Background: an optimization exercise with open tools, aiming at small area. Do not read the settings as production practice.
Only simulation tests tie the RTL to the original design; equivalence was not proved.
Power is estimated from default activity; no workload was simulated.

## run A
// dcache_top
module dcache_top (
    input  logic        clk,
    input  logic        resetn,
    input  logic [1:0]  req_op,
    input  logic [31:0] req_addr,
    input  logic [31:0] req_wdata,
    input  logic [3:0]  req_strb,
    output logic        stall,
    output logic [31:0] rdata,
    output logic [31:0] ar_addr,
    output logic        ar_valid,
    input  logic        ar_ready,
    input  logic [31:0] r_data,
    input  logic        r_valid,
    input  logic        r_last,
    output logic [31:0] aw_addr,
    output logic        aw_valid,
    input  logic        aw_ready,
    output logic [31:0] w_data,
    output logic        w_valid,
    output logic        w_last,
    input  logic        b_valid
);
clock: 8.0 ns
lec_check: 0
cap_margin: 20
core_margin: 2
core_utilization: 70
cts_buf_list: sky130_fd_sc_hd__clkbuf_8
cts_cluster_diameter: 55
cts_cluster_size: 22
place_density: 0.85
slew_margin: 20
standard.sh (not shown) runs the stock make flow with config.mk's settings and CLKGATE_MAP_FILE= SYNTH_SCRIPT=/design/flow/synth_recipe.tcl, a recipe that flattens the netlist after the stock synthesis.
==> flow/flow/run.sh <==
#!/bin/bash
# Standard ORFS layout (the standard.sh, unchanged synthesis), with two
# changes: the clock tree is built from clkbuf_8 without CTS dummy loads, and
# port buffers use buf_1. Each tool's output is logged under orfs/logs; the
# make output goes to flow_make.log in this folder.
set -euo pipefail
export CTS_ARGS="-sink_clustering_enable -repair_clock_nets -buf_list sky130_fd_sc_hd__clkbuf_8 -sink_clustering_size 22 -sink_clustering_max_diameter 55 -dont_use_dummy_load"
export BUFFER_PORTS_ARGS="-buffer_cell sky130_fd_sc_hd__buf_1"
bash standard.sh finish > flow_make.log 2>&1
Input changes introduced in run B (baseline for comparison: run A):
Settings: a change of CTS_CLUSTER_DIAMETER from 55 to 60; a change of CORE_UTILIZATION from 70 to 40; a change of PLACE_DENSITY from 0.85 to 0.6.
diff --git a/flow/flow/run.sh b/flow/flow/run.sh
--- a/flow/flow/run.sh
+++ b/flow/flow/run.sh
@@ -7 +7 @@
-export CTS_ARGS="-sink_clustering_enable -repair_clock_nets -buf_list sky130_fd_sc_hd__clkbuf_8 -sink_clustering_size 22 -sink_clustering_max_diameter 55 -dont_use_dummy_load"
+export CTS_ARGS="-sink_clustering_enable -repair_clock_nets -buf_list sky130_fd_sc_hd__clkbuf_8 -sink_clustering_size 22 -sink_clustering_max_diameter 60 -dont_use_dummy_load"
Findings:
- Diff run A -> run B | die extent in y | increase of 92 µm
- Run B against run A: via density per instance -16%; worst-case setup margin in the final layout -770 ps.
- The lower minimum period implied by the final worst setup slack of run B and run A is in run A.
- Run B: hold slack 5.1 ps below run A
- Clock-cell share of area: run B > run A
- Cmp run B and run A / reported net switching power / lower: run A
- Taking run A as the reference, in run B wire length of the first global-routing pass went down 6.3%, proportion of synthesized flip-flops having asynchronous set or reset held.

The RTL this note starts from:
==> flow/design.v <==
`timescale 1ns/1ns
module dcache_top (
    input  logic        clk,
    input  logic        resetn,
    input  logic [1:0]  req_op,
    input  logic [31:0] req_addr,
    input  logic [31:0] req_wdata,
    input  logic [3:0]  req_strb,
    output logic        stall,
    output logic [31:0] rdata,
    output logic [31:0] ar_addr,
    output logic        ar_valid,
    input  logic        ar_ready,
    input  logic [31:0] r_data,
    input  logic        r_valid,
    input  logic        r_last,
    output logic [31:0] aw_addr,
    output logic        aw_valid,
    input  logic        aw_ready,
    output logic [31:0] w_data,
    output logic        w_valid,
    output logic        w_last,
    input  logic        b_valid
);
    localparam logic [2:0] st_idle = 3'd0;   
    localparam logic [2:0] st_aw   = 3'd1;   
    localparam logic [2:0] st_w    = 3'd2;   
    localparam logic [2:0] st_b    = 3'd3;   
    localparam logic [2:0] st_ar   = 3'd4;   
    localparam logic [2:0] st_r    = 3'd5;   
    localparam logic [2:0] st_fill = 3'd6;   
    logic [2:0]    state;
    logic [5:0]    dcnt;
    logic [1:0]    bcnt;
    logic [2047:0] dring;
    logic [415:0]  tring;
    logic [127:0]  fbuf;
    logic [31:0] head;
    logic [23:0] htag;
    logic        hdirty;
    logic        hvalid;
    logic [3:0]  idx;
    logic [5:0]  dcnt_nx;
    logic        nx_line;
    logic        nx_tag_ok;
    logic        nx_check;
    logic        swept;
    logic        hit_q;
    logic        miss_q;
    logic        line_q;
    logic        done;
    logic        wr_now;
    logic        miss_now;
    logic        beat_slot;
    logic        drain;
    logic        fill_now;
    logic [31:0] head_in;
    logic [25:0] thead_in;
    logic [31:0] fb_in;
    logic        fb_en;
    assign head   = dring[31:0];
    assign htag   = tring[23:0];
    assign hdirty = tring[24];
    assign hvalid = tring[25];
    assign idx    = req_addr[7:4];
    assign dcnt_nx   = dcnt + 1'b1;
    assign nx_line   = (dcnt_nx[3:0] == idx);
    assign nx_tag_ok = tring[51] && (tring[49:26] == req_addr[31:8]);
    assign nx_check  = swept && (req_op != 2'd0) && nx_line;
    always_ff @(posedge clk) begin
        hit_q  <= nx_check && nx_tag_ok && (dcnt_nx[5:4] == req_addr[3:2]);
        miss_q <= nx_check && !nx_tag_ok;
        line_q <= nx_line;
    end
    assign done      = (state == st_idle) && hit_q;
    assign wr_now    = done && req_op[1];
    assign miss_now  = (state == st_idle) && miss_q;
    assign beat_slot = line_q && (dcnt[5:4] == bcnt);   
    assign drain     = (state == st_fill) && beat_slot;
    assign fill_now  = drain && (bcnt == 2'd3);
    assign stall = !done;
    assign rdata = head;
    assign ar_addr  = {req_addr[31:4], 4'd0};
    assign ar_valid = (state == st_ar);
    assign aw_addr  = {fbuf[127:104], idx, 4'd0};
    assign aw_valid = (state == st_aw);
    assign w_data   = head;
    assign w_valid  = (state == st_w) && beat_slot;
    assign w_last   = (bcnt == 2'd3);
    logic [31:0] wmask;
    logic [31:0] dmask;
    always_comb begin
        for (int b = 0; b < 4; b++) begin
            wmask[8 * b +: 8] = {8{wr_now && req_strb[b]}};
        end
        dmask   = {32{drain}};
        head_in = (head & ~(wmask | dmask)) | (req_wdata & wmask) | (fbuf[31:0] & dmask);
    end
    assign thead_in = {swept && (hvalid || fill_now),
                       fill_now ? 1'b0 : (hdirty || wr_now),
                       fill_now ? req_addr[31:8] : htag};
    always_ff @(posedge clk) begin
        dring <= {head_in, dring[2047:32]};
        tring <= {thead_in, tring[415:26]};
    end
    assign fb_en = (state == st_idle) || r_valid || drain;
    assign fb_in = {(state == st_idle) ? htag : r_data[31:8], r_data[7:0]};
    always_ff @(posedge clk) begin
        if (fb_en) begin
            fbuf <= {fb_in, fbuf[127:32]};
        end
    end
    always_ff @(posedge clk) begin
        if (!resetn) begin
            state <= st_idle;
            swept <= 1'b0;
            dcnt  <= '0;
            bcnt  <= '0;
        end else begin
            dcnt <= dcnt_nx;
            if (&dcnt[3:0]) begin
                swept <= 1'b1;
            end
            if (w_valid || drain) begin
                bcnt <= bcnt + 1'b1;
            end
            case (state)
                st_idle: if (miss_now) state <= (hvalid && hdirty) ? st_aw : st_ar;
                st_aw:   if (aw_ready) state <= st_w;
                st_w:    if (beat_slot && bcnt == 2'd3) state <= st_b;
                st_b:    if (b_valid) state <= st_ar;
                st_ar:   if (ar_ready) state <= st_r;
                st_r:    if (r_valid && r_last) state <= st_fill;
                st_fill: if (fill_now) state <= st_idle;
                default: state <= st_idle;
            endcase
        end
    end
endmodule
==> flow/config.mk <==
export PLATFORM = sky130hd
export DESIGN_NAME = dcache_top
export DESIGN_NICKNAME = dcache_top
export VERILOG_FILES = /design/flow/design.v
export SDC_FILE = /design/flow/constraint.sdc
export NUM_CORES = 4
export LEC_CHECK = 0
export CAP_MARGIN = 20
export CORE_MARGIN = 2
export CORE_UTILIZATION = 65
export CTS_BUF_LIST = sky130_fd_sc_hd__clkbuf_8
export CTS_CLUSTER_DIAMETER = 60
export CTS_CLUSTER_SIZE = 21
export PLACE_DENSITY = 0.8
export SLEW_MARGIN = 20
==> flow/constraint.sdc <==
create_clock -name core_clock -period 8.0 [get_ports {clk}]
set_input_delay 1.6000 -clock core_clock [delete_from_list [all_inputs] [get_ports {clk}]]
set_output_delay 1.6000 -clock core_clock [all_outputs]
set_load 0.01 [all_outputs]
==> flow/flow/run.sh <==
#!/bin/bash
# Standard ORFS layout (the standard.sh, unchanged synthesis), with two
# changes: the clock tree is built from clkbuf_8 without CTS dummy loads, and
# port buffers use buf_1. Each tool's output is logged under orfs/logs; the
# make output goes to flow_make.log in this folder.
set -euo pipefail
export CTS_ARGS="-sink_clustering_enable -repair_clock_nets -buf_list sky130_fd_sc_hd__clkbuf_8 -sink_clustering_size 21 -sink_clustering_max_diameter 60 -dont_use_dummy_load"
export BUFFER_PORTS_ARGS="-buffer_cell sky130_fd_sc_hd__buf_1"
bash standard.sh finish > flow_make.log 2>&1
The starting point produced a clean layout.
Edit:
--- a/flow/flow/run.sh
+++ b/flow/flow/run.sh
@@ -6,3 +6,3 @@
 set -euo pipefail
-export CTS_ARGS="-sink_clustering_enable -repair_clock_nets -buf_list sky130_fd_sc_hd__clkbuf_8 -sink_clustering_size 21 -sink_clustering_max_diameter 60 -dont_use_dummy_load"
+export CTS_ARGS="-sink_clustering_enable -repair_clock_nets -buf_list sky130_fd_sc_hd__clkbuf_8 -sink_clustering_size 20 -sink_clustering_max_diameter 60 -dont_use_dummy_load"
 export BUFFER_PORTS_ARGS="-buffer_cell sky130_fd_sc_hd__buf_1"
--- a/flow/config.mk
+++ b/flow/config.mk
@@ -9,7 +9,7 @@
 export CORE_MARGIN = 2
-export CORE_UTILIZATION = 65
+export CORE_UTILIZATION = 55
 export CTS_BUF_LIST = sky130_fd_sc_hd__clkbuf_8
 export CTS_CLUSTER_DIAMETER = 60
-export CTS_CLUSTER_SIZE = 21
-export PLACE_DENSITY = 0.8
+export CTS_CLUSTER_SIZE = 20
+export PLACE_DENSITY = 0.7
 export SLEW_MARGIN = 20
Worst setup slack gains 0.019 ns; via count went down by 0.87%; clock skew went down by 0.0037 ns.
Edit:
--- a/flow/flow/run.sh
+++ b/flow/flow/run.sh
@@ -6,3 +6,3 @@
 set -euo pipefail
-export CTS_ARGS="-sink_clustering_enable -repair_clock_nets -buf_list sky130_fd_sc_hd__clkbuf_8 -sink_clustering_size 20 -sink_clustering_max_diameter 60 -dont_use_dummy_load"
+export CTS_ARGS="-sink_clustering_enable -repair_clock_nets -buf_list {sky130_fd_sc_hd__clkbuf_2 sky130_fd_sc_hd__clkbuf_4 sky130_fd_sc_hd__clkbuf_8} -sink_clustering_buffer sky130_fd_sc_hd__clkbuf_8 -sink_clustering_size 20 -sink_clustering_max_diameter 60 -dont_use_dummy_load"
 export BUFFER_PORTS_ARGS="-buffer_cell sky130_fd_sc_hd__buf_1"
--- a/flow/config.mk
+++ b/flow/config.mk
@@ -9,3 +9,3 @@
 export CORE_MARGIN = 2
-export CORE_UTILIZATION = 55
+export CORE_UTILIZATION = 65
 export CTS_BUF_LIST = sky130_fd_sc_hd__clkbuf_8
@@ -13,3 +13,3 @@
 export CTS_CLUSTER_SIZE = 20
-export PLACE_DENSITY = 0.7
+export PLACE_DENSITY = 0.8
 export SLEW_MARGIN = 20
What happened:
- The new run finished clean
- synthesized area does not change
- final cell count went down by 4.9%
- clock power went down by about 2%
- fmax grows by 0.70%
- first-iteration DRC count went down by 11%
- global-route usage is higher by 3.4 points
- setup slack gets better by 0.027 ns
- flip-flop and latch count stays the same
- via count climbs by 0.95%
Edit:
==> flow/flow/run.sh (replaced) <==
#!/bin/bash
# Standard ORFS layout (the standard.sh, unchanged synthesis), with two
# changes: the clock tree is built from clkbuf_8 without CTS dummy loads, and
# port buffers use buf_1. Each tool's output is logged under orfs/logs; the
# make output goes to flow_make.log in this folder.
set -euo pipefail
export CTS_ARGS="-sink_clustering_enable -repair_clock_nets -buf_list sky130_fd_sc_hd__clkbuf_8 -sink_clustering_size 20 -sink_clustering_max_diameter 60 -dont_use_dummy_load"
export BUFFER_PORTS_ARGS="-buffer_cell sky130_fd_sc_hd__buf_1"
bash standard.sh finish > flow_make.log 2>&1
Outcome:
- The changed run finished with timing, DRC and antenna clean
- area after synthesis is unchanged
- wire length does not change
- clock power is about the same
- worst hold slack is unchanged

## separate check: timing with driven ports
No port has a modelled driver above. Below, the same layouts with a new extraction and two added sets of constraints.
Step 1 sets driving cells, clkbuf_16 on the clock port and buf_2 on the other inputs (assumed; they add their load-dependent delay and slew).
Step 2 times the ports against the registers' clock, not the clock port: input delays grow and output delays shrink by t, the midpoint of the rising clock arrivals with the driver on.
Slacks: ideal / step 1 / step 2; pairs: ideal / step 1.
run	t, ns	setup slack, ns	clock arrival spread, ns	worst slew at a driven data input, ns
run A	0.832	3.154 / 3.127 / 3.127	0.085 / 0.086	0.14
run B	0.899	2.384 / 2.358 / 2.358	0.112 / 0.111	0.10
the first run of note 2	0.822	4.049 / 3.992 / 4.027	0.096 / 0.096	0.11
the second run of note 2	0.839	4.068 / 4.010 / 3.988	0.105 / 0.105	0.18
the third run of note 2	0.843	4.096 / 4.039 / 3.977	0.116 / 0.116	0.11
the fourth run of note 2	0.843	4.096 / 4.039 / 3.977	0.116 / 0.116	0.11
After both steps setup and hold are still met in every run listed.
